Source: an optimization exercise on an open RTL-to-GDS flow (aim: small area, a short achievable clock period and few clock cycles per item). Production flows keep margins and buffers that such runs may drop.
The RTL was checked by simulation tests, not by an equivalence proof against the original design.
Power is estimated from default activity; no workload was simulated.

==> design.v <==
package tgarle_pkg;
  localparam logic [1:0] KIND_HEADER      = 2'd0;
  localparam logic [1:0] KIND_RUN         = 2'd1;
  localparam logic [1:0] KIND_BAD_TYPE    = 2'd2;
  localparam logic [1:0] KIND_UNSUPPORTED = 2'd3;
  localparam logic [7:0] TYPE_TRUECOLOUR = 8'd2;
  localparam logic [7:0] TYPE_RLE        = 8'd10;
  localparam logic [7:0] DEPTH_24        = 8'd24;
  localparam logic [7:0] DEPTH_32        = 8'd32;
  localparam logic [7:0] OPAQUE_ALPHA   = 8'hff;
endpackage
module tgarle_row_div (
  input  logic [15:0] row_in,
  input  logic        c,
  output logic [15:0] dec_one,
  output logic [15:0] dec_c
);
  logic [15:0] low_zero;    
  always_comb begin
    low_zero[0] = 1'b1;
    for (int i = 1; i < 16; i++) begin
      low_zero[i] = ((row_in & ((16'd1 << i) - 16'd1)) == 16'd0);
    end
    for (int i = 0; i < 16; i++) begin
      dec_one[i] = row_in[i] ^ low_zero[i];
      dec_c[i]   = row_in[i] ^ (c && low_zero[i]);
    end
  end
endmodule
module tga_truecolor_rle_decoder_core (
  input  logic        clk,
  input  logic        rst,
  input  logic        byte_valid,
  output logic        byte_stall,
  input  logic [7:0]  data_byte,
  input  logic        start_of_file,
  output logic        result_valid,
  input  logic        result_stall,
  output logic [1:0]  result_kind,
  output logic [31:0] pixel_rgba,
  output logic [15:0] dest_row,
  output logic [15:0] dest_column,
  output logic [7:0]  run_length,
  output logic [15:0] image_width,
  output logic [15:0] image_height,
  output logic        image_done
);
  localparam logic [2:0] PH_IDLE = 3'd0;
  localparam logic [2:0] PH_HDR  = 3'd1;
  localparam logic [2:0] PH_SKIP = 3'd2;
  localparam logic [2:0] PH_PKT  = 3'd3;
  localparam logic [2:0] PH_PIX  = 3'd4;
  logic [2:0]  phase;
  logic [4:0]  hpos;         
  logic [7:0]  cnt;          
  logic [15:0] wid;
  logic [15:0] prow;         
  logic [15:0] pcol;         
  logic        cpend;        
  logic        cwrap;        
  logic [6:0]  cadd;         
  logic [7:0]  crem;         
  logic        rle, alpha, badtype, unsup, prun;
  logic        pend;         
  logic        busy;         
  logic        wk;           
  logic        hold;         
  logic [6:0]  ra;           
  logic        vld;
  logic [1:0]  kind;
  logic [31:0] rgba;
  logic [15:0] orow;
  logic [7:0]  olen;
  logic        odone;
  logic        hk;           
  logic        w_big;
  logic        accept;
  logic        free;
  logic        complete;
  logic        hdr_emit;
  logic        fire_raw, fire_run, fire;
  assign w_big    = (wid[15:7] != 9'd0);
  assign free     = !vld || !result_stall;
  assign byte_stall = result_stall || hold;
  assign accept   = byte_valid && !byte_stall;
  assign complete = (hpos[1:0] == (alpha ? 2'd3 : 2'd2));
  assign hdr_emit = accept && !start_of_file && (phase == PH_HDR) && (hpos == 5'd17);
  assign fire_raw = accept && !start_of_file && (phase == PH_PIX) && complete && !(rle && prun);
  logic [15:0] wrow;         
  logic        wrow_zero, wrow_one;
  logic [7:0]  sub1;
  logic [8:0]  sub2;
  logic        take, take_next, iter;
  assign wrow      = wk ? orow : prow;
  assign wrow_zero = (wrow == 16'd0);
  assign wrow_one  = (wrow == 16'd1);
  assign sub1      = {1'b0, ra} - {1'b0, wid[6:0]};
  assign sub2      = {2'b00, ra} - {1'b0, wid[6:0], 1'b0};
  assign iter      = busy && (wk || free);
  assign take      = iter && !w_big && !sub1[7] && !wrow_zero;
  assign take_next = take && !sub2[8] && !wrow_one;
  assign fire_run = pend && free && !(busy && (take || !iter));
  assign fire     = fire_raw || fire_run;
  logic        c_wrap;
  logic [6:0]  t_low;
  logic [16:0] s_add;
  logic [15:0] s_col;
  logic        f_done;
  logic [7:0]  want;
  logic [7:0]  len_done;
  logic [7:0]  f_len;
  logic [15:0] col_next;
  logic [15:0] row_one;      
  logic [15:0] row_fin;      
  logic [7:0]  la, lb, lc, ls, lcy;
  always_comb begin
    c_wrap = !crem[7] && (ra >= crem[6:0]);
    t_low  = ra - crem[6:0];                      
    s_add  = {pcol, 1'b1} + {9'd0, cadd, 1'b1};   
    s_col  = s_add[16:1];
    col_next = cwrap ? {9'd0, cadd} : s_col;
    f_done = c_wrap && wrow_zero;
    want   = prun ? cnt : 8'd1;
    la  = want;
    lb  = crem;
    lc  = ~{1'b0, ra};
    ls  = la ^ lb ^ lc;
    lcy = {(la[6:0] & lb[6:0]) | (la[6:0] & lc[6:0]) | (lb[6:0] & lc[6:0]), 1'b0};
    len_done = ls + lcy + 8'd1;                  
    f_len  = f_done ? len_done : want;
  end
  tgarle_row_div u_dec (.row_in (wrow), .c (c_wrap), .dec_one (row_one), .dec_c (row_fin));
  logic [15:0] crem_full;
  assign crem_full = wid + ~pcol;
  always_ff @(posedge clk) begin
    crem <= (crem_full[15:7] != 9'd0) ? 8'd128 : {1'b0, crem_full[6:0]};
  end
  logic set_pend;
  assign set_pend = accept && !start_of_file && (phase == PH_PIX) && complete && rle && prun;
  always_ff @(posedge clk) begin
    if (rst) begin
      phase <= PH_IDLE;
      pend  <= 1'b0;
      cpend <= 1'b0;
      busy  <= 1'b0;
      hold  <= 1'b0;
      vld   <= 1'b0;
    end else begin
      if (fire || hdr_emit) begin
        vld <= 1'b1;
      end else if (!result_stall) begin
        vld <= 1'b0;
      end
      hold <= (set_pend || (pend && !fire)) && take_next;
      if (take) begin
        ra   <= sub1[6:0];
        wk   <= 1'b1;
      end else if (iter) begin
        busy <= 1'b0;
      end
      if (cpend && free) begin
        cpend <= 1'b0;
        pcol  <= col_next;
      end
      if (fire) begin
        pend  <= 1'b0;
        busy  <= 1'b0;
        wk    <= 1'b0;
        prow  <= row_fin;
        cpend <= 1'b1;
        cwrap <= c_wrap;
        cadd  <= c_wrap ? t_low : ra;
      end
      if (accept && start_of_file) begin
        cnt   <= data_byte;
        hpos  <= 5'd1;
        phase <= PH_HDR;
        busy  <= 1'b0;
        wk    <= 1'b0;
      end else if (accept) begin
        case (phase)
          PH_HDR: begin
            case (hpos)
              5'd1:  unsup <= (data_byte != 8'd0);
              5'd2: begin
                rle     <= (data_byte == tgarle_pkg::TYPE_RLE);
                badtype <= (data_byte != tgarle_pkg::TYPE_TRUECOLOUR) &&
                           (data_byte != tgarle_pkg::TYPE_RLE);
              end
              5'd12: wid[7:0]   <= data_byte;
              5'd13: wid[15:8]  <= data_byte;
              5'd14: prow[7:0]  <= data_byte;
              5'd15: prow[15:8] <= data_byte;
              5'd16: begin
                alpha <= (data_byte == tgarle_pkg::DEPTH_32);
                unsup <= unsup || ((data_byte != tgarle_pkg::DEPTH_24) &&
                                   (data_byte != tgarle_pkg::DEPTH_32));
              end
              default: begin
              end
            endcase
            if (hpos == 5'd17) begin
              hpos <= 5'd0;
              rgba <= 32'd0;
              ra   <= 7'd0;
              prun <= 1'b0;
              pcol <= 16'd0;
              prow <= row_one;                    
              if (badtype || unsup || (wid == 16'd0) || (prow == 16'd0)) begin
                phase <= PH_IDLE;
              end else if (cnt != 8'd0) begin
                phase <= PH_SKIP;
              end else begin
                phase <= rle ? PH_PKT : PH_PIX;
              end
            end else begin
              hpos <= hpos + 5'd1;
            end
          end
          PH_SKIP: begin
            cnt <= cnt - 8'd1;
            if (cnt == 8'd1) begin
              phase <= rle ? PH_PKT : PH_PIX;
            end
          end
          PH_PKT: begin
            cnt   <= {1'b0, data_byte[6:0]} + 8'd1;
            prun  <= data_byte[7];
            phase <= PH_PIX;
            busy  <= data_byte[7];
            ra    <= data_byte[7] ? data_byte[6:0] : 7'd0;
          end
          PH_PIX: begin
            case (hpos[1:0])
              2'd0: rgba[15:8]  <= data_byte;
              2'd1: rgba[23:16] <= data_byte;
              2'd2: begin
                rgba[31:24] <= data_byte;
                if (!alpha) rgba[7:0] <= tgarle_pkg::OPAQUE_ALPHA;
              end
              default: rgba[7:0] <= data_byte;
            endcase
            if (!complete) begin
              hpos <= hpos + 5'd1;
            end else begin
              hpos <= 5'd0;
              if (rle && prun) begin
                pend  <= 1'b1;
                phase <= PH_PKT;
              end else if (rle) begin
                if (cnt == 8'd1) begin
                  phase <= PH_PKT;
                end else begin
                  cnt <= cnt - 8'd1;
                end
              end
            end
          end
          default: begin
          end
        endcase
      end
      if (fire && f_done && !(accept && start_of_file)) begin
        phase <= PH_IDLE;
      end
    end
  end
  always_ff @(posedge clk) begin
    if (hdr_emit) begin
      hk    <= 1'b1;
      kind  <= badtype ? tgarle_pkg::KIND_BAD_TYPE :
               unsup   ? tgarle_pkg::KIND_UNSUPPORTED : tgarle_pkg::KIND_HEADER;
      orow  <= prow;
      olen  <= 8'd0;
      odone <= !badtype && !unsup && ((wid == 16'd0) || (prow == 16'd0));
    end else if (fire) begin
      hk    <= 1'b0;
      kind  <= tgarle_pkg::KIND_RUN;
      orow  <= prow;
      olen  <= f_len;
      odone <= f_done;
    end else if (take) begin
      orow  <= row_one;
    end
  end
  assign result_valid = vld;
  assign result_kind  = kind;
  assign pixel_rgba   = rgba;
  assign dest_row     = hk ? 16'd0 : orow;
  assign dest_column  = pcol;
  assign run_length   = olen;
  assign image_width  = hk ? wid : 16'd0;
  assign image_height = hk ? orow : 16'd0;
  assign image_done   = odone;
endmodule
==> flow/run.sh <==
#!/bin/bash
# The standard layout, with plain buf_1 cells as the port buffers (the
# default picks a clkdlybuf4s50_1 delay cell for every port).  Repair still
# upsizes any port buffer that timing needs.
set -euo pipefail
export BUFFER_PORTS_ARGS="-buffer_cell sky130_fd_sc_hd__buf_1"
bash standard.sh > standard_flow.log 2>&1
==> standard.sh <==
#!/bin/bash
# synth_recipe.tcl (not shown) runs the flow's synth.tcl, then flattens the netlist and writes it again
# the make line also repeats each setting of config.mk as NAME=value (left out here)
make -C /OpenROAD-flow-scripts/flow DESIGN_CONFIG=/design/flow/config.mk WORK_HOME=/design/flow/orfs CLKGATE_MAP_FILE= SYNTH_SCRIPT=/design/flow/synth_recipe.tcl "${@:-finish}"
==> config.mk <==
export PLATFORM = sky130hd
export DESIGN_NAME = tga_truecolor_rle_decoder_core
export DESIGN_NICKNAME = tga_truecolor_rle_decoder_core
export VERILOG_FILES = /design/flow/design.v
export SDC_FILE = /design/flow/constraint.sdc
export NUM_CORES = 4
export LEC_CHECK = 0
export CAP_MARGIN = 20
export CORE_MARGIN = 2
export CORE_UTILIZATION = 40
export SETUP_SLACK_MARGIN = 4.2
export SLEW_MARGIN = 20
==> constraint.sdc <==
create_clock -name core_clock -period 7.5 [get_ports {clk}]
set_input_delay 1.5000 -clock core_clock [delete_from_list [all_inputs] [get_ports {clk}]]
set_output_delay 1.5000 -clock core_clock [all_outputs]
set_load 0.01 [all_outputs]
==> results.yml, run 1 <==
synth:
  synth_seq_cells: 158
  synthTopCellsByArea: "edfxtp_1, ha_1, dfxtp_1, nor2_1, nand2_1"
  synth_nets: 1333
  synth_async_sr_flop_share_pct: 0
  ys_types: 84
  synth_area_per_cell_sq_um: 9.144
  syn_area_sq_um: 11380
  netlist_instances: 1245
  synthFlopType: "edfxtp_1"
  synthDominantCellAreaShare_pct: 35.08
  synth-edff-count: 133
  synth_top_area_cell: "edfxtp_1"
  yosysWarnings: 2
  ys_seq_area_share_pct: 39.48
global_route:
  antenna_found_initial: 0
  grt_pass1_wl_mm: 53.68
  gr-total-overflow: 0
  track_usage_pct: 22.61
  grt_max_degree: 45
  grt_pass1_vias: 9723
detailed_routing:
  routed_wl_mm: 33.66
  dr.pass1.iters: 5
  routedWlPerCell_um: 19.14
  via_count: 9953
  drc: 0
  dr.first_iter.drc_count: 817
  vias_per_cell: 5.658
  ant_nets: 0
floorplanning:
  initial_core_util_pct: 40.76
  rows: 61
  io_pins: 122
  dieArea_sq_um: 29830
  fp.dieW_um: 172.7
  core_area_sq_um: 27930
  die_height_um: 172.7
timing:
  finalClockSkew_ns: 0.01068
  maxSlewViolCount: 0
  hold_violations: 0
  rsz0062_at_grt: "yes"
  fin_tns_setup_ns: 0
  setup_viol: 0
  max_slew_margin_pct: 32.44
  max_clock_freq_mhz: 294.3
  period_needed_ns: 3.398
  min_period_over_period_pct: 45.31
  worst_pin_slew_ns: 1.010
clock_tree:
  clk_pin_slew_worst_paths_ns: 0.07
  cts_root_buf: "clkbuf_16"
  tritoncts: "yes"
  cts_made_buffers: 17
  cts.htree.levels: 4
  clock_sinks: 158
  clk_latency_ns: 0.43
  clk_path_buf_depth: 2
power_and_ir_drop:
  power_frac_clock_pct: 42.1
  cellPowerDensity_nw_per_um2: 157.4
  p_int_w: 0.001552
  power_switching_w: 0.0005265
  power_switching_share_pct: 25.33
  p_seq_share_pct: 47.6
  pwr-share-comb_pct: 10.2
  peakVddDrop_v: 0.0001063
  p_leak_nw: 4.997
placement:
  dp_hpwl_mm: 23.87
  io_buffers: 121
  gp_congestion: 0.8482
layout:
  area_growth_pct: 16.01
  final_util_pct: 47.28
  drive_gt1_share_pct: 9.558
  antenna-diode-count: 0
  fin_nets: 1456
setup_path:
  reg2reg_slack_ns: 4.36
  critPathArrivalTime_ns: 1.90
  reg2reg_depth: 11
  critPathMaxFanout: 4
  critical_path_class: "in2out"
  end_kind: "output pin"
  startpoint_type: "input port"
  timing.rr.start: "wk$_SDFFCE_PP0P_"
  r2r_end: "prow[11]$_DFFE_PN_"
  cp.required_ns: 6.00
min_path:
  holdCritStartpoint: "olen[0]$_SDFFE_PP0P_"
  hold_depth: 2
  hold_path.class: "reg2reg"
  hold_path_end: "olen[0]$_SDFFE_PP0P_"
flow_run:
  drv.max_cap_violation_count: 0
run_status:
  status: "finished clean"
## logic make-up (layout without fill, tap and decap cells)
family                     count (synthesis)  in the layout  synth area share, %
DFF                                      158            158                39.48
muxes                                     36             36                3.275
AOI/OAI and AO/OA                        317            317                18.38
xor gates and xnor gates                  55             55                4.231
buffers and inverters                    147            282                5.341
adders and majority gates                 75             75                9.034
and+or+nand+nor                          457            458                20.27
## what timing repair did
item                                   CTS  global route
endpoints found under the hold margin    0             0
hold buffers                             0             0
setup endpoints to repair              169            93
setup buffers                           19            12
resized for setup                       32            22
cloned                                   2             0
pin swaps                                7             6
## placed cells by master (no fill, tap or decap), types with 9 or more instances in the layout
cell type and n:
a211oi_1 21, a21o_1 16, a21oi_1 71, a31oi_1 13, and2_1 41, and3_1 14, buf_1 119, buf_4 38
clkbuf_16 17, dfxtp_1 24, edfxtp_1 133, fa_1 12, ha_1 63, inv_1 82, mux2_2 10, mux2i_1 21
nand2_1 105, nand2b_1 13, nand3_1 25, nand4_1 10, nor2_1 108, nor2b_1 22, nor3_1 42, nor4_1 15
o211ai_1 9, o21a_1 12, o21ai_0 74, o21bai_1 10, o22ai_1 11, or3_1 13, xnor2_1 35, xor2_1 20
## cell type report
type,instances,area [sq um]
Fill cell,2696,14730
Multi-Input combinational cell,941,6467
Sequential cell,158,4496
Timing Repair Buffer,165,859.6
Tap cell,378,473.0
Clock buffer,20,446.7
Inverter,84,322.8
Clock inverter,12,136.4
Timing Repair inverter,1,6.256
## how the worst max path moves through the flow
| stage | startpoint | endpoint | slack, ns | cells after the start |
|---|---|---|---|---|
| floorplan | result_stall | orow[11]$_DFFE_PP_ | 3.86 | 9 |
| global placement | result_stall | orow[13]$_DFFE_PP_ | 2.56 | 7 |
| detailed placement | result_stall | orow[11]$_DFFE_PP_ | 2.50 | 7 |
| CTS | result_stall | byte_stall | 4.08 | 4 |
| global route | result_stall | byte_stall | 4.08 | 4 |
| finish | result_stall | byte_stall | 4.10 | 4 |
## flip-flops by register name, indices dropped and copies added, names as in the netlist, 2 cells and up
signal	count
ra	7
cadd	7
crem	8
phase	3
hpos	5
rgba	32
wid	16
kind	2
olen	8
orow	16
prow	16
cnt	8
pcol	16
## worst max-delay path, stage by stage
cell	delay (ns)
buf_12	0.12
nor2_4	0.11
inv_2	0.05
buf_6	0.12
## power by group through the flow
stage	combinational (W)	sequential, W	clock [W]
floorplan	0.000147	0.00100	0
global placement	0.000197	0.00101	0
detailed placement	0.000201	0.00101	0
CTS	0.000207	0.000989	0.000888
global route	0.000238	0.000993	0.000918
finish	0.000213	0.000990	0.000876
## per-stage QoR
stage / std cells / hold slack [ns] / total power, W / instance area, sq um / setup slack, ns
finish: 1759 / 0.4598 / 0.002079 / 13210 / 4.102
global route: 1759 / 0.4855 / 0.002148 / 13210 / 4.085
CTS: 1747 / 0.4624 / 0.002085 / 13020 / 4.081
detailed placement: 1694 / 0.4529 / 0.001209 / 12150 / 2.504
global placement: 1693 / 0.4500 / 0.001206 / 12140 / 2.556
floorplan: 1245 / 0.4573 / 0.001147 / 11450 / 3.858
## cell usage after synthesis, types with 5 or more instances
master / count
a21o_1: 16
o31ai_1: 5
a21oi_1: 73
nor2b_1: 22
and2_1: 43
nor4_1: 16
nor3_1: 43
buf_2: 6
inv_1: 83
mux2_2: 10
o21a_1: 12
nand2b_1: 13
o21ai_0: 75
dfxtp_1: 25
and3_1: 14
o21bai_1: 10
o22ai_1: 11
clkbuf_1: 47
a21boi_0: 6
xor2_1: 20
or3_1: 14
a311oi_1: 5
o211ai_1: 9
nor2_1: 112
a31oi_1: 13
a2111oi_0: 5
edfxtp_1: 133
nand2_1: 107
fa_1: 12
mux2i_1: 26
a211oi_1: 22
o211a_1: 7
nand3b_1: 7
xnor2_1: 35
nand4_1: 10
nand3_1: 25
nor3b_1: 9
buf_6: 6
ha_1: 63
## routing by layer
| metal | wire length [um] | up-vias | GRT usage [%] |
|---|---|---|---|
| li1 | - | 4782 | - |
| met3 | 2622 | 45 | 4.661 |
| met2 | 15290 | 372 | 35.56 |
| met4 | 742 | 0 | 7.910 |
| met5 | 0 | - | 0 |
| met1 | 15010 | 4754 | 30.99 |
Testbench counts, summed over its fixed seeds: cycles 128,553, bytes 128,035.
==> inputs of run 2 (changes only) <==
--- a/design.v
+++ b/design.v
@@ -88,3 +88,2 @@
   assign fire_raw = accept && !start_of_file && (phase == PH_PIX) && complete && !(rle && prun);
-  logic [15:0] wrow;         
   logic        wrow_zero, wrow_one;
@@ -93,5 +92,4 @@
   logic        take, take_next, iter;
-  assign wrow      = wk ? orow : prow;
-  assign wrow_zero = (wrow == 16'd0);
-  assign wrow_one  = (wrow == 16'd1);
+  assign wrow_zero = (prow == 16'd0);
+  assign wrow_one  = (prow == 16'd1);
   assign sub1      = {1'b0, ra} - {1'b0, wid[6:0]};
@@ -114,3 +112,2 @@
   logic [15:0] row_fin;      
-  logic [7:0]  la, lb, lc, ls, lcy;
   always_comb begin
@@ -123,11 +120,6 @@
     want   = prun ? cnt : 8'd1;
-    la  = want;
-    lb  = crem;
-    lc  = ~{1'b0, ra};
-    ls  = la ^ lb ^ lc;
-    lcy = {(la[6:0] & lb[6:0]) | (la[6:0] & lc[6:0]) | (lb[6:0] & lc[6:0]), 1'b0};
-    len_done = ls + lcy + 8'd1;                  
+    len_done = want - {1'b0, t_low};             
     f_len  = f_done ? len_done : want;
   end
-  tgarle_row_div u_dec (.row_in (wrow), .c (c_wrap), .dec_one (row_one), .dec_c (row_fin));
+  tgarle_row_div u_dec (.row_in (prow), .c (c_wrap), .dec_one (row_one), .dec_c (row_fin));
   logic [15:0] crem_full;
@@ -156,2 +148,3 @@
         ra   <= sub1[6:0];
+        prow <= row_one;
         wk   <= 1'b1;
@@ -278,7 +271,7 @@
       kind  <= tgarle_pkg::KIND_RUN;
-      orow  <= prow;
+      if (!wk) orow <= prow;
       olen  <= f_len;
       odone <= f_done;
-    end else if (take) begin
-      orow  <= row_one;
+    end else if (take && !wk) begin
+      orow  <= prow;
     end
--- a/config.mk
+++ b/config.mk
@@ -10,3 +10,3 @@
 export CORE_UTILIZATION = 40
-export SETUP_SLACK_MARGIN = 4.2
+export SETUP_SLACK_MARGIN = 4.3
 export SLEW_MARGIN = 20
==> run 2 against run 1 <==
  * Utilization is 0.84 points higher
  * Count of clock-buffer cells in the layout fell by 3
  * Register-to-register slack is essentially flat
  * Total power shrank 0.57%
  * Worst hold slack got worse by 0.0048 ns
  * Cell area is 8.5% lower
  * Maximum frequency is 0.63% higher
  * Critical path depth unchanged
  * Largest cell class unchanged
  * Still clean
  * Critical endpoint unchanged
==> results.yml, run 2 <==
synth:
  synth-edff-count: 133
  synth_nets: 1140
  synth_async_sr_flop_share_pct: 0
  synth_area_per_cell_sq_um: 9.622
  synth_commonest_cells: "edfxtp_1, nor2_1, a21oi_1, nand2_1, inv_1"
  ys_seq_area_share_pct: 44.15
  synthDominantCellAreaShare_pct: 39.23
  synthTopCellsByArea: "edfxtp_1, ha_1, dfxtp_1, a21oi_1, nor2_1"
  synth_top_area_cell: "edfxtp_1"
  syn_area_sq_um: 10180
  synth_seq_cells: 158
  ys_types: 87
  netlist_instances: 1058
  synthFlopType: "edfxtp_1"
  yosysMostFrequentCell: "edfxtp_1"
  yosysWarnings: 2
timing:
  hold_violations: 0
  rsz0062_at_grt: "yes"
  worst_pin_slew_ns: 0.9758
  setup_viol: 0
  maxSlewViolCount: 0
  max_slew_margin_pct: 34.95
  finalClockSkew_ns: 0.01112
  hold_slack_ns: 0.4550
  period_needed_ns: 3.377
  min_period_over_period_pct: 45.02
  max_clock_freq_mhz: 296.2
  fin_tns_setup_ns: 0
clock_tree:
  clock_sinks: 158
  cts_root_buf: "clkbuf_16"
  clk_path_buf_depth: 2
  cts.htree.levels: 4
  clk_latency_ns: 0.44
  cts_hold_buf: 0
  cts_made_buffers: 17
  clk_pin_slew_worst_paths_ns: 0.06
  tritoncts: "yes"
detailed_routing:
  via_count: 8517
  dr.first_iter.drc_count: 792
  routedWlPerCell_um: 18.56
  routed_wl_mm: 28.47
  vias_per_cell: 5.552
  ant_nets: 0
  dr.pass1.iters: 5
  drc: 0
power_and_ir_drop:
  cellPowerDensity_nw_per_um2: 171.1
  p_leak_nw: 4.471
  peakVddDrop_v: 0.0001491
setup_path:
  critical_path_class: "in2out"
  cp.required_ns: 6.00
  critPathMaxFanout: 2
  startpoint_type: "input port"
  critPathArrivalTime_ns: 1.88
  end_kind: "output pin"
layout:
  area_growth_pct: 18.69
  final_common_cell: "edfxtp_1"
  antenna-diode-count: 0
  regMostFlops: "rgba"
  final_area_sq_um: 12080
  layout_common_cells: "edfxtp_1, buf_1, nor2_1"
  fin_nets: 1273
  fillCellCount: 2355
  stdcell_count: 1534
  largest_reg_flops: 32
  drive_gt1_share_pct: 11.71
flow_run:
  drv.max_cap_violation_count: 0
placement:
  place_area_sq_um: 11010
  dp_hpwl_mm: 20.11
  gp_congestion: 0.9054
  io_buffers: 121
  dp.cells: 1482
global_route:
  grt_pass1_wl_mm: 44.06
  track_usage_pct: 21.33
  gr-total-overflow: 0
  grt_pass1_vias: 7868
  grt_max_degree: 41
  antenna_found_initial: 0
min_path:
  hold_path.class: "reg2reg"
floorplanning:
  rows: 58
  io_pins: 122
  initial_core_util_pct: 40.54
  die_height_um: 163.5
  dieArea_sq_um: 26740
  fp.dieW_um: 163.5
  core_area_sq_um: 25110
run_status:
  status: "finished clean"
-- run 2: worst paths after layout --
check | slack (ns) | from | depth (start not counted) | endpoint
min reg2reg | 0.45 | olen[0]$_SDFFE_PP0N_ | 2 | olen[0]$_SDFFE_PP0N_
max reg2reg | 4.36 | ra[0]$_DFFE_PN_ | 15 | olen[7]$_SDFFE_PP0N_
min | 0.45 | olen[0]$_SDFFE_PP0N_ | 2 | olen[0]$_SDFFE_PP0N_
max | 4.12 | result_stall | 4 | byte_stall
-- run 2: worst max-delay path: stages --
cell    delay [ns]
buf_12        0.11
nor2_4        0.11
inv_2         0.05
buf_6         0.11
-- run 2: kinds of logic after synthesis --
family / after synthesis / synth area share, %
AND/OR/NAND/NOR: 391 / 20.24
AO/OA/AOI/OAI: 268 / 17.05
flip-flops: 158 / 44.15
buffers and inverters: 110 / 4.204
adder cells (fa/ha/maj): 69 / 8.850
XOR/XNOR: 50 / 4.302
multiplexers: 12 / 1.205
-- run 2: cell type report --
class / count / area, sq um / area share, %
clock buffer: 17 / 425.4 / 3.521
clock inverter: 15 / 172.7 / 1.429
inverter: 72 / 270.3 / 2.237
multi-input combinational: 791 / 5573 / 46.12
sequential: 158 / 4498 / 37.23
tap: 330 / 412.9 / 3.417
timing repair buffer: 151 / 730.7 / 6.047
-- run 2: through the flow --
step | power (W) | util, % | setup WS, ns
after global placement | 0.001179 | 43.85 | 3.288
after detailed placement | 0.001182 | 43.85 | 3.236
final | 0.002067 | 48.12 | 4.123
after global routing | 0.002134 | 48.12 | 4.101
after CTS | 0.002070 | 47.04 | 4.086
after floorplan | 0.001126 | - | 4.198
-- run 2: report_power, final --
part	switching [W]	leakage (nW)	internal [W]	total, W
clock	0.000414	0.294	0.000477	0.000891
sequential	0.0000202	1.42	0.000963	0.000983
combinational	0.000115	2.76	0.0000779	0.000193
-- run 2: per-layer routing --
metal	wire length, um	track usage [%]	share of wire (%)	up-vias
met3	2090	3.504	7.3	27
met4	346	5.542	1.2	0
li1	-	-	-	4135
met1	12800	29.53	45	4036
met2	13230	34.79	46	319
met5	0	0	0	-
-- run 2: timing repair --
item	4_1_cts	5_1_grt
resized for setup	33	45
gates cloned	1	0
setup buffers	8	11
pin swaps	6	17
setup endpoints to repair	147	74
Testbench counts of run 2, summed over its fixed seeds: cycles 128,553, bytes 128,035.
==> inputs of run 3 (changes only) <==
--- a/config.mk
+++ b/config.mk
@@ -10,3 +10,3 @@
 export CORE_UTILIZATION = 40
-export SETUP_SLACK_MARGIN = 4.3
+export SETUP_SLACK_MARGIN = 4.2
 export SLEW_MARGIN = 20
==> run 3 against run 2 <==
  * Via count decreased by 0.70%
  * Synthesized area unchanged
  * Setup slack got worse by 0.049 ns
  * Maximum frequency decreased by 1.4%
  * Critical path type unchanged
==> results.yml, run 3 <==
floorplanning:
  dieArea_sq_um: 26740
  die_height_um: 163.5
  rows: 58
  io_pins: 122
  initial_core_util_pct: 40.54
  core_area_sq_um: 25110
  fp.dieW_um: 163.5
power_and_ir_drop:
  p_seq_share_pct: 48.3
  power_switching_share_pct: 26.96
  power_switching_w: 0.0005483
  power_frac_clock_pct: 42.4
  fin_total_pwr_w: 0.002034
  p_int_w: 0.001486
  peakVddDrop_v: 0.0001411
  p_leak_nw: 4.412
  cellPowerDensity_nw_per_um2: 170.9
  pwr-share-comb_pct: 9.3
timing:
  hold_violations: 0
  maxSlewViolCount: 0
  max_slew_margin_pct: 35.81
  fin_tns_setup_ns: 0
  setup_viol: 0
  min_period_over_period_pct: 45.67
  rsz0062_at_grt: "yes"
  finalClockSkew_ns: 0.01519
  worst_pin_slew_ns: 0.9629
  period_needed_ns: 3.425
  max_clock_freq_mhz: 291.9
clock_tree:
  clk_path_buf_depth: 2
  cts_root_buf: "clkbuf_16"
  tritoncts: "yes"
  clock_sinks: 158
  cts.htree.levels: 4
  clk_pin_slew_worst_paths_ns: 0.07
  cts_hold_buf: 0
  cts_made_buffers: 17
  clk_latency_ns: 0.43
synth:
  synth_commonest_cells: "edfxtp_1, nor2_1, a21oi_1, nand2_1, inv_1"
  synth_area_per_cell_sq_um: 9.622
  synthFlopType: "edfxtp_1"
  synthDominantCellAreaShare_pct: 39.23
  synth_async_sr_flop_share_pct: 0
  syn_area_sq_um: 10180
  yosysWarnings: 2
  synth_nets: 1140
  ys_seq_area_share_pct: 44.15
  synth_top_area_cell: "edfxtp_1"
  synthTopCellsByArea: "edfxtp_1, ha_1, dfxtp_1, a21oi_1, nor2_1"
  netlist_instances: 1058
  yosysMostFrequentCell: "edfxtp_1"
  synth_seq_cells: 158
  ys_types: 87
  synth-edff-count: 133
setup_path:
  critical_path_class: "in2out"
  path_cells: "buf_12 > nor2_4 > inv_1 > buf_2"
  critPathMaxFanout: 4
  end_kind: "output pin"
  cp_slowest_stage_delay_ns: 0.13
  startpoint_type: "input port"
  cp.required_ns: 6.00
  slowest_stage: "buf_2"
  critPathArrivalTime_ns: 1.93
layout:
  regMostFlops: "rgba"
  drive_gt1_share_pct: 9.825
  fin_nets: 1270
  largest_reg_flops: 32
  layout_common_cells: "edfxtp_1, buf_1, nor2_1"
  antenna-diode-count: 0
  area_growth_pct: 16.91
  final_common_cell: "edfxtp_1"
detailed_routing:
  vias_per_cell: 5.524
  dr.first_iter.drc_count: 687
  ant_nets: 0
  via_count: 8457
  dr.pass1.iters: 6
  drc: 0
  routed_wl_mm: 28.60
  routedWlPerCell_um: 18.68
placement:
  dp_hpwl_mm: 20.41
  gp_congestion: 0.9122
  io_buffers: 121
min_path:
  hold_path.class: "reg2reg"
flow_run:
  drv.max_cap_violation_count: 0
global_route:
  grt_max_degree: 49
  gr-total-overflow: 0
  track_usage_pct: 21.25
  grt_pass1_wl_mm: 43.80
  antenna_found_initial: 0
  grt_pass1_vias: 7983
run_status:
  status: "finished clean"
[run 3: cell counts after synthesis]
No cell type changed its count.
[run 3: path summary, 6_finish.rpt]
check | from | end | slack [ns] | cells past startpoint
setup / recovery | result_stall | byte_stall | 4.07 | 4
hold / removal | hk$_SDFFE_PP1N_ | hk$_SDFFE_PP1N_ | 0.44 | 2
setup reg to reg | hpos[1]$_SDFFCE_PP0P_ | rgba[3]$_SDFFCE_PN0P_ | 4.36 | 6
hold reg to reg | hk$_SDFFE_PP1N_ | hk$_SDFFE_PP1N_ | 0.44 | 2
[run 3: timing repair]
action	in CTS	in global routing
pin swaps	2	7
cloned	0	1
endpoints found under the setup margin	128	86
setup buffers	2	16
gates resized for setup	14	28
[run 3: power by group through the flow]
stage          Sequential (W)  Combinational (W)  Clock, W
6_report             0.000982           0.000188  0.000863
5_1_grt              0.000985           0.000210  0.000912
4_1_cts              0.000982           0.000182  0.000878
3_5_place_dp          0.00100           0.000180         0
3_3_place_gp          0.00100           0.000177         0
2_1_floorplan        0.000997           0.000129         0
[run 3: final cells by class]
| class | count | area, sq um |
|---|---|---|
| fill | 2420 | 13210 |
| multi-input combinational | 791 | 5441 |
| sequential | 158 | 4494 |
| timing repair buffer | 148 | 691.9 |
| clock buffer | 17 | 425.4 |
| tap | 330 | 412.9 |
| inverter | 72 | 270.3 |
| clock inverter | 15 | 165.2 |
[run 3: logic make-up (layout without fill, tap and decap cells)]
logic type / after synthesis / in the layout / share of synthesized area [%]
adder cells (fa/ha/maj): 69 / 69 / 8.850
multiplexers: 12 / 12 / 1.205
XOR/XNOR: 50 / 50 / 4.302
flip-flops: 158 / 158 / 44.15
AND/OR/NAND/NOR: 391 / 391 / 20.24
AO/OA/AOI/OAI: 268 / 269 / 17.05
buffers and inverters: 110 / 252 / 4.204
[run 3: routing by layer]
metal	routed length [um]	global-route usage, %
met4	466	6.579
met5	0	0
met3	1826	4.368
met2	13300	34.18
met1	13010	28.84
[run 3: critical path: cells and delay by family]
kind,cells,cell delay (ns)
buf+inv,3,0.30
simple gates,1,0.12
[run 3: per-stage QoR]
stage | setup WS, ns | area [sq um] | utilization, % | instances | hold WS, ns
6_report | 4.075 | 11900 | 47.40 | 1531 | 0.4445
5_1_grt | 4.073 | 11900 | 47.40 | 1531 | 0.4798
2_1_floorplan | 4.198 | 10210 | - | 1058 | 0.4244
3_5_place_dp | 3.234 | 10990 | 43.76 | 1480 | 0.4374
4_1_cts | 4.017 | 11650 | 46.40 | 1514 | 0.4469
3_3_place_gp | 3.283 | 10990 | 43.76 | 1480 | 0.4306
==> inputs of run 4 (changes only) <==
--- a/config.mk
+++ b/config.mk
@@ -10,3 +10,3 @@
 export CORE_UTILIZATION = 40
-export SETUP_SLACK_MARGIN = 4.2
+export SETUP_SLACK_MARGIN = 4.1
 export SLEW_MARGIN = 20
==> run 4 against run 3 <==
  * Die area unchanged
  * Setup slack lost 0.0011 ns
  * Cell count shrank 0.26%
  * Via count grew 0.17%
  * Worst hold slack improved by 0.00072 ns
  * Synthesized cell count did not move
  * Largest power group unchanged
  * Highest routed layer unchanged
==> results.yml, run 4 <==
run_status:
  status: "finished clean"
placement:
  gp_congestion: 0.9162
  io_buffers: 121
  dp_hpwl_mm: 20.13
power_and_ir_drop:
  p_leak_nw: 4.414
  peakVddDrop_v: 0.0001628
  fin_total_pwr_w: 0.002086
  cellPowerDensity_nw_per_um2: 176.5
synth:
  synthTopCellsByArea: "edfxtp_1, ha_1, dfxtp_1, a21oi_1, nor2_1"
  yosysMostFrequentCell: "edfxtp_1"
  synthFlopType: "edfxtp_1"
  synthDominantCellAreaShare_pct: 39.23
  yosysWarnings: 2
  synth-edff-count: 133
  ys_seq_area_share_pct: 44.15
  synth_async_sr_flop_share_pct: 0
  synth_seq_cells: 158
  synth_top_area_cell: "edfxtp_1"
  netlist_instances: 1058
  syn_area_sq_um: 10180
  synth_commonest_cells: "edfxtp_1, nor2_1, a21oi_1, nand2_1, inv_1"
  synth_area_per_cell_sq_um: 9.622
  ys_types: 87
  synth_nets: 1140
setup_path:
  critical_path_class: "in2out"
  startpoint_type: "input port"
  cp.required_ns: 6.00
  critPathMaxFanout: 5
  critPathArrivalTime_ns: 1.93
  end_kind: "output pin"
detailed_routing:
  dr.first_iter.drc_count: 726
  dr.pass1.iters: 5
  routedWlPerCell_um: 18.46
  drc: 0
  via_count: 8471
  routed_wl_mm: 28.19
  ant_nets: 0
  vias_per_cell: 5.547
clock_tree:
  cts.htree.levels: 4
  cts_root_buf: "clkbuf_16"
  clk_pin_slew_worst_paths_ns: 0.07
  tritoncts: "yes"
  cts_made_buffers: 17
  clk_path_buf_depth: 2
  cts_hold_buf: 0
  clock_sinks: 158
  clk_latency_ns: 0.44
global_route:
  grt_pass1_vias: 7895
  grt_pass1_wl_mm: 43.17
  gr-total-overflow: 0
  grt_max_degree: 49
  antenna_found_initial: 0
  track_usage_pct: 21.03
timing:
  min_period_over_period_pct: 45.69
  finalClockSkew_ns: 0.01396
  max_slew_margin_pct: 33.31
  hold_violations: 0
  maxSlewViolCount: 0
  period_needed_ns: 3.426
  worst_pin_slew_ns: 1.000
  setup_viol: 0
  hold_slack_ns: 0.4452
  rsz0062_at_grt: "yes"
  fin_tns_setup_ns: 0
  max_clock_freq_mhz: 291.8
floorplanning:
  io_pins: 122
  dieArea_sq_um: 26740
  die_height_um: 163.5
  rows: 58
  fp.dieW_um: 163.5
  core_area_sq_um: 25110
  initial_core_util_pct: 40.54
layout:
  layout_common_cells: "edfxtp_1, buf_1, nor2_1"
  antenna-diode-count: 0
  area_growth_pct: 16.10
  final_common_cell: "edfxtp_1"
  drive_gt1_share_pct: 8.438
  fin_nets: 1266
  fillCellCount: 2438
  regMostFlops: "rgba"
  final_util_pct: 47.07
  largest_reg_flops: 32
flow_run:
  drv.max_cap_violation_count: 0
min_path:
  hold_path.class: "reg2reg"
==> run 4: changes by cell type in the layout (fill, tap and decap cells not counted), sizes merged <==
cell | previous run | this run
clkinv | 7 | 2
clkinvlp | 0 | 2
bufinv | 0 | 2
inv | 80 | 81
clkbuf | 18 | 17
buf | 147 | 144
==> run 4: path summary, 6_finish.rpt <==
check,startpoint,to,slack [ns],depth (start not counted)
worst min register to register,hk$_SDFFE_PP1N_,hk$_SDFFE_PP1N_,0.45,2
worst min-delay path,hk$_SDFFE_PP1N_,hk$_SDFFE_PP1N_,0.45,2
worst max-delay path,result_stall,byte_stall,4.07,4
worst max register to register,hpos[1]$_SDFFCE_PP0P_,rgba[14]$_DFFE_PP_,4.27,6
==> run 4: area by class of cell <==
| class | count | area (sq um) | share of cell area, % |
|---|---|---|---|
| flip-flops and latches | 158 | 4494 | 38.03 |
| multi-input cells | 791 | 5375 | 45.48 |
| repair buffers | 144 | 644.4 | 5.452 |
| inverters | 72 | 270.3 | 2.287 |
| well taps | 330 | 412.9 | 3.494 |
| clock buffers | 17 | 425.4 | 3.599 |
| clock inverters | 15 | 196.4 | 1.662 |
==> run 4: critical path, stage by stage <==
cell and delay (ns):
buf_12 0.11, nor2_4 0.13, inv_1 0.05, buf_2 0.13
==> run 4: what timing repair did <==
item / CTS / global route
buffers inserted: 0 / 12
pin swaps: 0 / 3
gates cloned: 0 / 1
resized for setup: 8 / 20
setup endpoints to repair: 74 / 79
==> run 4: cells by family (layout without fill, tap and decap cells) <==
kind of cell               after synthesis  in the layout  synth area share, %
AOI/OAI and AO/OA                      268            269                17.05
xor gates and xnor gates                50             50                4.302
adders and majority gates               69             69                8.850
buffers and inverters                  110            248                4.204
DFF                                    158            158                44.15
muxes                                   12             12                1.205
and+or+nand+nor                        391            391                20.24
==> run 4: per-layer routing <==
layer | global-route usage [%] | share of wire, %
met5 | 0 | 0
met1 | 29.19 | 45
met3 | 3.936 | 6.6
met4 | 6.021 | 1.5
met2 | 33.56 | 47
==> run 4: where the power goes <==
group | internal (W) | switching, W | total [W]
sequential | 0.000963 | 0.0000192 | 0.000982
combinational | 0.0000736 | 0.000112 | 0.000186
clock | 0.000511 | 0.000407 | 0.000918
total | 0.00155 | 0.000538 | 0.00209
==> run 4: through the flow <==
| stage | cells | area, sq um | worst slack, ns |
|---|---|---|---|
| 2_1_floorplan | 1058 | 10190 | 4.101 |
| 3_3_place_gp | 1482 | 10990 | 3.270 |
| 3_5_place_dp | 1482 | 10990 | 3.191 |
| 4_1_cts | 1514 | 11650 | 3.998 |
| 5_1_grt | 1527 | 11820 | 4.074 |
| 6_report | 1527 | 11820 | 4.074 |
==> inputs of run 5 (changes only) <==
--- a/config.mk
+++ b/config.mk
@@ -10,2 +10,3 @@
 export CORE_UTILIZATION = 40
+export CTS_BUF_LIST = sky130_fd_sc_hd__clkbuf_8
 export SETUP_SLACK_MARGIN = 4.1
==> run 5 against run 4 <==
  * Die area did not move
  * Synthesized area unchanged
  * Clock skew up 0.0097 ns
  * Setup slack better by 0.021 ns
  * Global-route usage barely moved
  * Cell area down 2.0%
  * Critical path type unchanged
==> results.yml, run 5 <==
floorplanning:
  fp.dieW_um: 163.5
  dieArea_sq_um: 26740
  die_height_um: 163.5
  core_area_sq_um: 25110
  rows: 58
  io_pins: 122
  initial_core_util_pct: 40.54
synth:
  synth_seq_cells: 158
  yosysWarnings: 2
  synth_commonest_cells: "edfxtp_1, nor2_1, a21oi_1, nand2_1, inv_1"
  synth-edff-count: 133
  netlist_instances: 1058
  synthDominantCellAreaShare_pct: 39.23
  ys_types: 87
  yosysMostFrequentCell: "edfxtp_1"
  synthFlopType: "edfxtp_1"
  synth_top_area_cell: "edfxtp_1"
  ys_seq_area_share_pct: 44.15
  synth_async_sr_flop_share_pct: 0
  syn_area_sq_um: 10180
  synth_area_per_cell_sq_um: 9.622
  synth_nets: 1140
  synthTopCellsByArea: "edfxtp_1, ha_1, dfxtp_1, a21oi_1, nor2_1"
timing:
  min_period_over_period_pct: 45.40
  max_clock_freq_mhz: 293.7
  period_needed_ns: 3.405
  max_slew_margin_pct: 33.58
  setup_viol: 0
  maxSlewViolCount: 0
  finalClockSkew_ns: 0.02364
  fin_tns_setup_ns: 0
  worst_pin_slew_ns: 0.9964
  rsz0062_at_grt: "yes"
  hold_violations: 0
min_path:
  hold_path.class: "reg2reg"
detailed_routing:
  dr.pass1.iters: 5
  routedWlPerCell_um: 18.57
  vias_per_cell: 5.545
  routed_wl_mm: 28.30
  dr.first_iter.drc_count: 837
  via_count: 8451
  drc: 0
  ant_nets: 0
global_route:
  grt_pass1_vias: 7910
  grt_max_degree: 49
  grt_pass1_wl_mm: 43.32
  antenna_found_initial: 0
  gr-total-overflow: 0
  track_usage_pct: 21.06
clock_tree:
  tritoncts: "yes"
  cts.htree.levels: 4
  cts_made_buffers: 17
  clk_pin_slew_worst_paths_ns: 0.10
  clk_latency_ns: 0.48
  cts_root_buf: "clkbuf_8"
  clk_path_buf_depth: 2
  clock_sinks: 158
layout:
  final_util_pct: 46.15
  area_growth_pct: 13.83
  multi_input_area_sq_um: 5358
  regMostFlops: "rgba"
  fin_nets: 1263
  drive_gt1_share_pct: 8.040
  final_common_cell: "edfxtp_1"
  final_area_sq_um: 11590
  fillCellCount: 2465
  layout.area.seq_sq_um: 4494
  layout_common_cells: "edfxtp_1, buf_1, nor2_1"
  antenna-diode-count: 0
  largest_reg_flops: 32
power_and_ir_drop:
  peakVddDrop_v: 0.00009551
  fin_total_pwr_w: 0.001866
  cellPowerDensity_nw_per_um2: 161.0
  p_leak_nw: 4.311
placement:
  place_area_sq_um: 10990
  gp_congestion: 0.9162
  io_buffers: 121
  dp_hpwl_mm: 20.13
setup_path:
  critPathArrivalTime_ns: 1.91
  critical_path_class: "in2out"
  cp.required_ns: 6.00
  critPathMaxFanout: 3
  cp_slowest_stage_delay_ns: 0.13
  end_kind: "output pin"
  startpoint_type: "input port"
  cp_top_family: "buffers and inverters"
  path_cells: "buf_12 > nor2_4 > inv_1 > buf_2"
  slowest_stage: "buf_2"
  cp.buffers_inverters: 3
flow_run:
  drv.max_cap_violation_count: 0
run_status:
  status: "finished clean"
[run 5: metrics by stage]
step | hold slack [ns] | cells | setup slack, ns
detailed placement | 0.4381 | 1482 | 3.191
global placement | 0.4303 | 1482 | 3.270
global route | 0.4844 | 1524 | 4.002
floorplan | 0.4244 | 1058 | 4.101
CTS | 0.4517 | 1515 | 4.055
finish | 0.4527 | 1524 | 4.095
[run 5: area by class of cell]
type                            count  share of cell area [%]
Multi-Input combinational cell    791                   46.24
Sequential cell                   158                   38.79
Timing Repair Buffer              141                   5.367
Tap cell                          330                   3.563
Inverter                           72                   2.332
Clock buffer                       17                   2.019
Clock inverter                     15                   1.695
[run 5: what timing repair did]
action | in CTS | in global routing
gates resized for setup | 13 | 9
setup buffers | 1 | 8
endpoints found under the setup margin | 58 | 57
hold buffers | 0 | 0
cloned | 0 | 1
pin swaps | 1 | 4
[run 5: path summary, 6_finish.rpt]
| kind | start | to | slack [ns] | cells after the start |
|---|---|---|---|---|
| worst max-delay path | result_stall | byte_stall | 4.09 | 4 |
| worst min-delay path | hk$_SDFFE_PP1N_ | hk$_SDFFE_PP1N_ | 0.45 | 2 |
| worst max register to register | wid[6]$_DFFE_PP_ | prow[6]$_DFFE_PN_ | 4.28 | 9 |
| worst min register to register | hk$_SDFFE_PP1N_ | hk$_SDFFE_PP1N_ | 0.45 | 2 |
[run 5: cells by family after synthesis]
| group | Yosys count | synth area share (%) |
|---|---|---|
| flops | 158 | 44.15 |
| simple gates | 391 | 20.24 |
| mux | 12 | 1.205 |
| xor+xnor | 50 | 4.302 |
| compound gates | 268 | 17.05 |
| buf+inv | 110 | 4.204 |
| fa+ha+maj | 69 | 8.850 |
[run 5: power breakdown]
group	leakage, nW	internal, W	switching (W)
Sequential	1.41	0.000962	0.0000193
Clock	0.213	0.000316	0.000382
Combinational	2.68	0.0000739	0.000112
Total	4.31	0.00135	0.000513
[run 5: worst min-delay path, cell delays in order (launching register included)]
cell,delay (ns)
dfxtp_1,0.32
nand2_1,0.05
nand2_1,0.04
[run 5: per-layer routing]
| metal | part of all wire, % | track usage [%] | vias up |
|---|---|---|---|
| li1 | - | - | 4091 |
| met1 | 46 | 29.49 | 4032 |
| met2 | 46 | 33.68 | 298 |
| met3 | 6.8 | 3.428 | 30 |
| met4 | 1.6 | 6.061 | 0 |
| met5 | 0 | 0 | - |
==> inputs of run 6 (changes only) <==
--- a/design.v
+++ b/design.v
@@ -67,2 +67,3 @@
   logic        hold;         
+  logic        hdec;         
   logic [6:0]  ra;           
@@ -136,2 +137,3 @@
       cpend <= 1'b0;
+      hdec  <= 1'b0;
       busy  <= 1'b0;
@@ -146,2 +148,6 @@
       hold <= (set_pend || (pend && !fire)) && take_next;
+      if (hdec && free) begin
+        hdec <= 1'b0;
+        prow <= row_one;
+      end
       if (take) begin
@@ -200,3 +206,3 @@
               pcol <= 16'd0;
-              prow <= row_one;                    
+              hdec <= 1'b1;
               if (badtype || unsup || (wid == 16'd0) || (prow == 16'd0)) begin
@@ -265,3 +271,3 @@
                unsup   ? tgarle_pkg::KIND_UNSUPPORTED : tgarle_pkg::KIND_HEADER;
-      orow  <= prow;
+      orow  <= 16'd0;
       olen  <= 8'd0;
@@ -281,3 +287,3 @@
   assign pixel_rgba   = rgba;
-  assign dest_row     = hk ? 16'd0 : orow;
+  assign dest_row     = orow;
   assign dest_column  = pcol;
@@ -285,3 +291,3 @@
   assign image_width  = hk ? wid : 16'd0;
-  assign image_height = hk ? orow : 16'd0;
+  assign image_height = hk ? prow : 16'd0;
   assign image_done   = odone;
==> run 6 against run 5 <==
  * Maximum frequency is 0.89% higher
  * Total power shrank 2.3%
  * Global-route usage increased by 0.39 points
  * Routed wire length is 1.8% lower
  * Cell area fell by 1.7%
  * First-iteration DRC count shrank 32%
  * Critical endpoint unchanged
  * Still clean on timing, DRC and antenna
==> results.yml, run 6 <==
layout:
  regMostFlops: "rgba"
  layout_common_cells: "nor2_1, buf_1, edfxtp_1"
  largest_reg_flops: 32
  area_growth_pct: 14.35
  fin_nets: 1275
  final_util_pct: 46.71
  antenna-diode-count: 0
  drive_gt1_share_pct: 8.789
timing:
  worst_pin_slew_ns: 0.9585
  maxSlewViolCount: 0
  fin_tns_setup_ns: 0
  setup_viol: 0
  max_clock_freq_mhz: 296.3
  max_slew_margin_pct: 36.10
  setup_ws_ns: 4.125
  finalClockSkew_ns: 0.01726
  period_needed_ns: 3.375
  min_period_over_period_pct: 45.00
  hold_violations: 0
  rsz0062_at_grt: "yes"
setup_path:
  cp.depth: 4
  critPathArrivalTime_ns: 1.88
  cp.required_ns: 6.00
  critPathMaxFanout: 4
  end_kind: "output pin"
  path_cells: "buf_12 > nor2_4 > inv_2 > buf_2"
  cp_top_family: "buffers and inverters"
  reg2reg_depth: 13
  cp.buffers_inverters: 3
  critical_path_class: "in2out"
  startpoint_type: "input port"
  slowest_stage: "buf_2"
  cp_slowest_stage_delay_ns: 0.13
global_route:
  gr-total-overflow: 0
  grt_max_degree: 40
  antenna_found_initial: 0
  grt_pass1_vias: 7916
  track_usage_pct: 21.45
  grt_pass1_wl_mm: 43.75
clock_tree:
  cts_made_buffers: 17
  cts.htree.levels: 4
  clk_pin_slew_worst_paths_ns: 0.09
  clk_latency_ns: 0.47
  tritoncts: "yes"
  clk_path_buf_depth: 2
  cts_hold_buf: 0
  cts_root_buf: "clkbuf_8"
  clock_sinks: 159
detailed_routing:
  routedWlPerCell_um: 18.16
  dr.first_iter.drc_count: 566
  vias_per_cell: 5.419
  via_count: 8291
  dr.pass1.iters: 6
  routed_wl_mm: 27.79
  ant_nets: 0
  drc: 0
synth:
  synth_commonest_cells: "nor2_1, edfxtp_1, nand2_1, a21oi_1, inv_1"
  netlist_instances: 1064
  synthSimpleGateAreaFrac_pct: 20.03
  synthTopCellsByArea: "edfxtp_1, dfxtp_1, ha_1, nor2_1, a21oi_1"
  synth-compound-area-share_pct: 17.00
  synth_async_sr_flop_share_pct: 0
  synth-edff-count: 117
  synthDominantCellAreaShare_pct: 35.26
  synth_top_area_cell: "edfxtp_1"
  synth_top_family_by_area: "simple AND/OR/NAND/NOR gates"
  yosysMostFrequentCell: "nor2_1"
  ys_types: 77
  synth_seq_cells: 159
  synthFlopType: "edfxtp_1"
  synth.area.mux_share_pct: 1.331
  synth-adder-area-share_pct: 9.042
  syn_area_sq_um: 9963
  synth_area_per_cell_sq_um: 9.364
  ys_seq_area_share_pct: 43.70
  synth_nets: 1146
  yosysWarnings: 2
  synth-xor-area-share_pct: 4.395
floorplanning:
  fp.dieW_um: 161.8
  die_height_um: 161.8
  initial_core_util_pct: 40.85
  rows: 57
  core_area_sq_um: 24390
  io_pins: 122
  dieArea_sq_um: 26190
power_and_ir_drop:
  p_leak_nw: 4.297
  peakVddDrop_v: 0.0001160
  cellPowerDensity_nw_per_um2: 160.0
  fin_total_pwr_w: 0.001823
placement:
  gp_congestion: 0.9014
  io_buffers: 121
  dp_hpwl_mm: 20.35
  place_ws_ns: 3.152
min_path:
  hold_depth: 2
  hold_path.class: "reg2reg"
run_status:
  status: "finished clean"
flow_run:
  drv.max_cap_violation_count: 0
-- run 6: what timing repair did --
item | 4_1_cts | 5_1_grt
buffers inserted | 12 | 6
pin swaps | 7 | 10
setup endpoints to repair | 35 | 99
hold endpoints to repair | 0 | 0
cloned | 0 | 0
gates resized for setup | 14 | 17
-- run 6: kinds of logic after synthesis --
group / after synthesis
compound gates: 263
xor+xnor: 50
fa+ha+maj: 69
buf+inv: 109
flops: 159
mux: 12
simple gates: 402
-- run 6: final cells by class --
class | instances | area [sq um]
clock inverters | 15 | 170.2
fillers | 2393 | 13000
repair buffers | 147 | 700.7
flip-flops and latches | 159 | 4355
clock buffers | 17 | 234.0
multi-input cells | 796 | 5258
well taps | 324 | 405.4
inverters | 72 | 270.3
-- run 6: report_power, final --
part,internal (W),switching [W]
combinational,0.0000701,0.000110
clock,0.000281,0.000380
sequential,0.000958,0.0000238
-- run 6: worst register-to-register path: stages, from the launching register on --
cell and delay [ns]:
edfxtp_1 0.44, inv_1 0.10, ha_1 0.18, inv_1 0.06, fa_1 0.43, a21o_1 0.20
a21oi_1 0.22, o21bai_1 0.09, a21oi_1 0.17, xor2_1 0.25, ha_1 0.32, a2111oi_2 0.40
xor2_1 0.18, a21oi_1 0.08
-- run 6: path summary, 6_finish.rpt --
| check | from | end | slack (ns) |
|---|---|---|---|
| max reg2reg | ra[0]$_DFFE_PN_ | olen[7]$_SDFFE_PP0N_ | 4.28 |
| min | orow[11]$_SDFFE_PP0P_ | orow[11]$_SDFFE_PP0P_ | 0.46 |
| max | result_stall | byte_stall | 4.12 |
| min reg2reg | orow[11]$_SDFFE_PP0P_ | orow[11]$_SDFFE_PP0P_ | 0.46 |
-- run 6: per-stage QoR --
step                hold slack (ns)  instances  instance area [sq um]
floorplan                    0.4572       1064                   9972
global placement             0.4448       1480                  10720
detailed placement           0.4517       1480                  10720
CTS                          0.4658       1524                  11270
global route                 0.4832       1530                  11390
finish                       0.4600       1530                  11390
-- run 6: layer usage --
layer,vias up,wire [um],GRT usage (%)
met4,0,553,5.953
met5,-,0,0
met2,268,12550,33.77
li1,4075,-,-
met3,30,1826,3.754
met1,3918,12860,30.48
Testbench counts of run 6, summed over its fixed seeds: cycles 128,553, bytes 128,035.
==> inputs of run 7 (changes only) <==
--- a/design.v
+++ b/design.v
@@ -125,6 +125,8 @@
   tgarle_row_div u_dec (.row_in (prow), .c (c_wrap), .dec_one (row_one), .dec_c (row_fin));
-  logic [15:0] crem_full;
-  assign crem_full = wid + ~pcol;
+  logic [6:0] crem_lo;
+  logic       crem_big;
+  assign crem_lo  = wid[6:0] + ~pcol[6:0];
+  assign crem_big = ({1'b0, wid} > ({1'b0, pcol} + 17'd128));
   always_ff @(posedge clk) begin
-    crem <= (crem_full[15:7] != 9'd0) ? 8'd128 : {1'b0, crem_full[6:0]};
+    crem <= crem_big ? 8'd128 : {1'b0, crem_lo};
   end
==> run 7 against run 6 <==
  * Combinational power increased by 29%
  * Clock power up 7.9%
  * First-iteration DRC count rose by 8.0%
  * Utilization shrank 0.52 points
  * Highest routed layer unchanged
  * Setup slack lost 0.020 ns
  * Largest cell class unchanged
  * Die area fell by 1.8%
  * Cell count shrank 4.6%
  * Sequential share of layout area grew 0.77 points
  * Largest power group unchanged
  * Routed wire length fell by 2.8%
  * Synthesized cell count shrank 6.0%
  * Flip-flop and latch count did not move
  * Maximum frequency fell by 0.60%
==> results.yml, run 7 <==
run_status:
  status: "finished clean"
timing:
  rsz0062_at_grt: "yes"
  hold_slack_ns: 0.4884
  max_clock_freq_mhz: 294.5
  worst_pin_slew_ns: 0.9257
  min_period_over_period_pct: 45.27
  period_needed_ns: 3.395
  maxSlewViolCount: 0
  hold_violations: 0
  finalClockSkew_ns: 0.02353
  fin_tns_setup_ns: 0
  setup_viol: 0
  max_slew_margin_pct: 37.76
layout:
  fin_nets: 1207
  fillCellCount: 2343
  area_growth_pct: 14.17
  multi_input_area_sq_um: 5089
  drive_gt1_share_pct: 7.137
  layout.area.seq_sq_um: 4355
  layout_common_cells: "buf_1, edfxtp_1, nor2_1"
  final_common_cell: "buf_1"
  regMostFlops: "rgba"
  largest_reg_flops: 32
  antenna-diode-count: 0
setup_path:
  end_kind: "output pin"
  cp.required_ns: 6.00
  critPathMaxFanout: 3
  critical_path_class: "in2out"
  critPathArrivalTime_ns: 1.90
  reg2reg_depth: 7
  startpoint_type: "input port"
clock_tree:
  clk_pin_slew_worst_paths_ns: 0.10
  clock_sinks: 159
  tritoncts: "yes"
  cts.htree.levels: 4
  clk_latency_ns: 0.48
  clk_path_buf_depth: 2
  cts_hold_buf: 0
  cts_root_buf: "clkbuf_8"
  cts_made_buffers: 17
synth:
  synthTopCellsByArea: "edfxtp_1, dfxtp_1, ha_1, nor2_1, a21oi_1"
  yosysWarnings: 2
  synth_nets: 1085
  ys_seq_area_share_pct: 44.51
  synth-edff-count: 117
  synth_seq_cells: 159
  syn_area_sq_um: 9782
  synth_async_sr_flop_share_pct: 0
  synthFlopType: "edfxtp_1"
  netlist_instances: 1000
  synth_area_per_cell_sq_um: 9.782
  synthDominantCellAreaShare_pct: 35.92
  ys_types: 78
  yosysMostFrequentCell: "edfxtp_1"
  synth_top_area_cell: "edfxtp_1"
  synth_commonest_cells: "edfxtp_1, nor2_1, nand2_1, a21oi_1, ha_1"
placement:
  dp_hpwl_mm: 19.71
  io_buffers: 121
  gp_congestion: 0.9401
power_and_ir_drop:
  p_leak_nw: 4.309
  cellPowerDensity_nw_per_um2: 173.0
  peakVddDrop_v: 0.00009970
min_path:
  hold_depth: 2
  hold_path.class: "reg2reg"
detailed_routing:
  via_count: 8005
  vias_per_cell: 5.487
  routed_wl_mm: 27.01
  drc: 0
  ant_nets: 0
  routedWlPerCell_um: 18.51
  dr.pass1.iters: 5
  dr.first_iter.drc_count: 611
global_route:
  gr-total-overflow: 0
  antenna_found_initial: 0
  grt_pass1_wl_mm: 41.80
  grt_pass1_vias: 7559
  grt_max_degree: 41
  track_usage_pct: 20.96
floorplanning:
  dieArea_sq_um: 25720
  initial_core_util_pct: 40.46
  core_area_sq_um: 24180
  fp.dieW_um: 160.4
  rows: 57
  die_height_um: 160.4
  io_pins: 122
flow_run:
  drv.max_cap_violation_count: 0
==> run 7: cell count changes in the layout (fill, tap and decap cells not counted), sizes merged, moves of 8 or more <==
cell    previous run  this run
buf              147       139
nand2            104        78
inv               81        63
nor2             122       107
and3               7        17
mux2i             12        28
a21oi             84        72
a21o              12        21
a211oi            25        14
o21ai             64        52
==> run 7: area by class of cell <==
cell class | count | area share, %
clock buffer | 17 | 2.095
clock inverter | 15 | 2.129
inverter | 57 | 1.927
multi-input combinational | 748 | 45.56
sequential | 159 | 39.00
tap | 324 | 3.630
timing repair buffer | 139 | 5.658
==> run 7: critical path: stages <==
cell	delay [ns]
buf_12	0.11
nor2_4	0.10
inv_1	0.05
buf_2	0.13
==> run 7: through the flow <==
stage / std cells / cell area (sq um) / worst slack, ns / util, % / power [W]
after floorplan: 1000 / 9791 / 4.181 / - / 0.001160
after global placement: 1417 / 10540 / 3.743 / 43.61 / 0.001224
after detailed placement: 1417 / 10550 / 3.675 / 43.63 / 0.001227
after CTS: 1452 / 11080 / 4.081 / 45.84 / 0.001938
after global routing: 1459 / 11170 / 4.086 / 46.19 / 0.002011
final: 1459 / 11170 / 4.105 / 46.19 / 0.001932
==> run 7: final timing paths <==
kind,to,start,slack [ns]
worst max-delay path,byte_stall,result_stall,4.10
worst min-delay path,cpend$_SDFFE_PP0P_,cpend$_SDFFE_PP0P_,0.49
worst max register to register,cwrap$_DFFE_PP_,prow[0]$_DFFE_PN_,4.28
worst min register to register,cpend$_SDFFE_PP0P_,cpend$_SDFFE_PP0P_,0.49
==> run 7: cell families after synthesis <==
logic type      count (synthesis)  synth area share [%]
compound gates                238                 16.13
flops                         159                 44.51
simple gates                  362                 18.67
buf+inv                        93                 3.901
xor+xnor                       47                 4.208
mux                            29                 2.980
fa+ha+maj                      72                 9.593
==> run 7: power by group <==
part           switching [W]  internal (W)  leakage, nW
registers          0.0000237      0.000961         1.48
logic               0.000138     0.0000959         2.60
clock network       0.000436      0.000277        0.228
==> run 7: what timing repair did <==
| item | CTS | global route |
|---|---|---|
| setup endpoints to repair | 12 | 49 |
| pin swaps | 2 | 4 |
| setup buffers | 3 | 7 |
| gates resized for setup | 12 | 1 |
==> run 7: layer usage <==
layer	wire [um]	track usage [%]
met1	12020	27.66
met4	697	7.289
met5	0	0
met2	13060	35.09
met3	1229	3.357
Testbench counts of run 7, summed over its fixed seeds: cycles 128,553, bytes 128,035.
==> inputs of run 8 (changes only) <==
--- a/design.v
+++ b/design.v
@@ -89,13 +89,9 @@
   assign fire_raw = accept && !start_of_file && (phase == PH_PIX) && complete && !(rle && prun);
-  logic        wrow_zero, wrow_one;
+  logic        wrow_zero;
   logic [7:0]  sub1;
-  logic [8:0]  sub2;
-  logic        take, take_next, iter;
+  logic        take, iter;
   assign wrow_zero = (prow == 16'd0);
-  assign wrow_one  = (prow == 16'd1);
   assign sub1      = {1'b0, ra} - {1'b0, wid[6:0]};
-  assign sub2      = {2'b00, ra} - {1'b0, wid[6:0], 1'b0};
   assign iter      = busy && (wk || free);
   assign take      = iter && !w_big && !sub1[7] && !wrow_zero;
-  assign take_next = take && !sub2[8] && !wrow_one;
   assign fire_run = pend && free && !(busy && (take || !iter));
@@ -149,3 +145,3 @@
       end
-      hold <= (set_pend || (pend && !fire)) && take_next;
+      hold <= (set_pend || (pend && !fire)) && take;
       if (hdec && free) begin
--- a/config.mk
+++ b/config.mk
@@ -11,3 +11,3 @@
 export CTS_BUF_LIST = sky130_fd_sc_hd__clkbuf_8
-export SETUP_SLACK_MARGIN = 4.1
+export SETUP_SLACK_MARGIN = 4.0
 export SLEW_MARGIN = 20
==> run 8 against run 7 <==
  * Maximum frequency is 2.3% lower
  * Critical path depth stayed put
  * Utilization is 0.50 points higher
  * Worst hold slack worse by 0.034 ns
  * Synthesized area is 1.6% lower
  * Largest cell class unchanged
  * Combinational power hardly changed
  * Cell count is 1.7% lower
  * Via count is 0.77% lower
  * Clock skew is 0.0054 ns lower
  * Critical path type unchanged
==> results.yml, run 8 <==
synth:
  synth_seq_cells: 159
  synth_async_sr_flop_share_pct: 0
  synthDominantCellAreaShare_pct: 36.50
  synth_nets: 1062
  ys_seq_area_share_pct: 45.23
  syn_area_sq_um: 9627
  netlist_instances: 983
  synthFlopType: "edfxtp_1"
  yosysWarnings: 2
  synth-edff-count: 117
power_and_ir_drop:
  cellPowerDensity_nw_per_um2: 171.4
  fin_total_pwr_w: 0.001884
setup_path:
  startpoint_type: "input port"
  slowest_stage: "nor2_4"
  critPathMaxFanout: 7
  cp.required_ns: 6.00
  end_kind: "output pin"
  reg2reg_depth: 11
global_route:
  grt_pass1_wl_mm: 41.52
  grt_pass1_vias: 7487
  grt_max_degree: 40
  track_usage_pct: 20.77
  antenna_found_initial: 0
layout:
  area_growth_pct: 14.19
  antenna-diode-count: 0
  layout_common_cells: "buf_1, edfxtp_1, nor2_1"
  final_common_cell: "buf_1"
  drive_gt1_share_pct: 6.726
  final_area_sq_um: 10990
clock_tree:
  clk_pin_slew_worst_paths_ns: 0.10
  clk_latency_ns: 0.48
  cts_made_buffers: 17
  tritoncts: "yes"
placement:
  gp_congestion: 0.9011
  io_buffers: 121
floorplanning:
  fp.dieW_um: 159.1
  io_pins: 122
run_status:
  status: "finished clean"
timing:
  worst_pin_slew_ns: 1.038
  rsz0062_at_grt: "no"
  hold_slack_ns: 0.4546
  period_needed_ns: 3.476
  maxSlewViolCount: 0
  max_slew_margin_pct: 30.82
detailed_routing:
  dr.pass1.iters: 5
  vias_per_cell: 5.539
  routed_wl_mm: 26.76
  drc: 0
  ant_nets: 0
==> run 8: cell count changes in the layout (fill, tap and decap cells not counted), sizes merged, moves of 5 or more <==
cell | previous run | this run
nor4b | 2 | 7
a21oi | 72 | 66
a21o | 21 | 16
o21a | 10 | 16
ha | 67 | 61
and2 | 55 | 46
nand2 | 78 | 68
and3 | 17 | 22
nor2 | 107 | 93
mux2i | 28 | 23
inv | 63 | 69
==> run 8: worst min path at each step <==
stage | startpoint | endpoint | slack, ns | depth (start not counted)
2_1_floorplan | cpend$_SDFFE_PP0P_ | cpend$_SDFFE_PP0P_ | 0.46 | 2
3_3_place_gp | olen[0]$_SDFFE_PP0N_ | olen[0]$_SDFFE_PP0N_ | 0.44 | 2
3_5_place_dp | olen[2]$_SDFFE_PP0N_ | olen[2]$_SDFFE_PP0N_ | 0.45 | 2
4_1_cts | olen[2]$_SDFFE_PP0N_ | olen[2]$_SDFFE_PP0N_ | 0.46 | 2
5_1_grt | olen[2]$_SDFFE_PP0N_ | olen[2]$_SDFFE_PP0N_ | 0.49 | 2
6_report | olen[2]$_SDFFE_PP0N_ | olen[2]$_SDFFE_PP0N_ | 0.45 | 2
==> run 8: per-layer routing <==
| layer | share of wire [%] | vias up | track usage [%] |
|---|---|---|---|
| met5 | 0 | - | 0 |
| met4 | 2.6 | 0 | 7.107 |
| met3 | 6.1 | 51 | 3.230 |
| met2 | 46 | 265 | 32.91 |
| met1 | 45 | 3806 | 29.06 |
| li1 | - | 3821 | - |
==> run 8: layout make-up <==
class	instances	area [sq um]
clock inverter	15	207.7
inverter	65	244.0
tap	319	399.1
sequential	159	4354
fill	2316	12550
multi-input combinational	723	4966
clock buffer	17	234.0
timing repair buffer	136	588.1
==> run 8: stage by stage <==
| step | setup WS [ns] | utilization (%) | instances |
|---|---|---|---|
| 6_report | 4.024 | 46.69 | 1434 |
| 5_1_grt | 3.986 | 46.69 | 1434 |
| 4_1_cts | 3.977 | 46.16 | 1425 |
| 3_5_place_dp | 3.222 | 44.13 | 1392 |
| 3_3_place_gp | 3.289 | 44.13 | 1392 |
| 2_1_floorplan | 4.110 | - | 983 |
==> run 8: worst max-delay path, delay by kind of cell <==
family	cells	cell delay [ns]
and+or+nand+nor	1	0.17
buffers and inverters	3	0.31
==> run 8: logic make-up (layout without fill, tap and decap cells) <==
kind of cell             Yosys count  after routing  synth area share [%]
AND/OR/NAND/NOR                  341            341                 18.47
AO/OA/AOI/OAI                    240            241                 16.10
flip-flops                       159            159                 45.23
buffers and inverters            102            233                 4.107
adder cells (fa/ha/maj)           66             66                 8.968
XOR/XNOR                          52             52                 4.731
multiplexers                      23             23                 2.391
==> run 8: what timing repair did <==
item	CTS	global route
hold buffers	0	0
gates resized for setup	5	16
cloned	0	1
endpoints found under the hold margin	0	0
setup buffers	1	8
pin swaps	1	1
endpoints found under the setup margin	28	20
==> run 8: where the power goes <==
group | internal, W | switching [W] | total (W) | leakage (nW)
logic | 0.0000908 | 0.000143 | 0.000234 | 2.46
clock network | 0.000260 | 0.000405 | 0.000665 | 0.211
registers | 0.000962 | 0.0000240 | 0.000986 | 1.52
Testbench counts of run 8, summed over its fixed seeds: cycles 128,614, bytes 128,035.

Setup slack of run 8, layout unchanged: 4.024 ns with ideal ports, 3.992 ns with driving cells assumed (clock clkbuf_16, inputs buf_2), 3.591 ns with port delays also shifted by the 0.513 ns mid clock arrival.
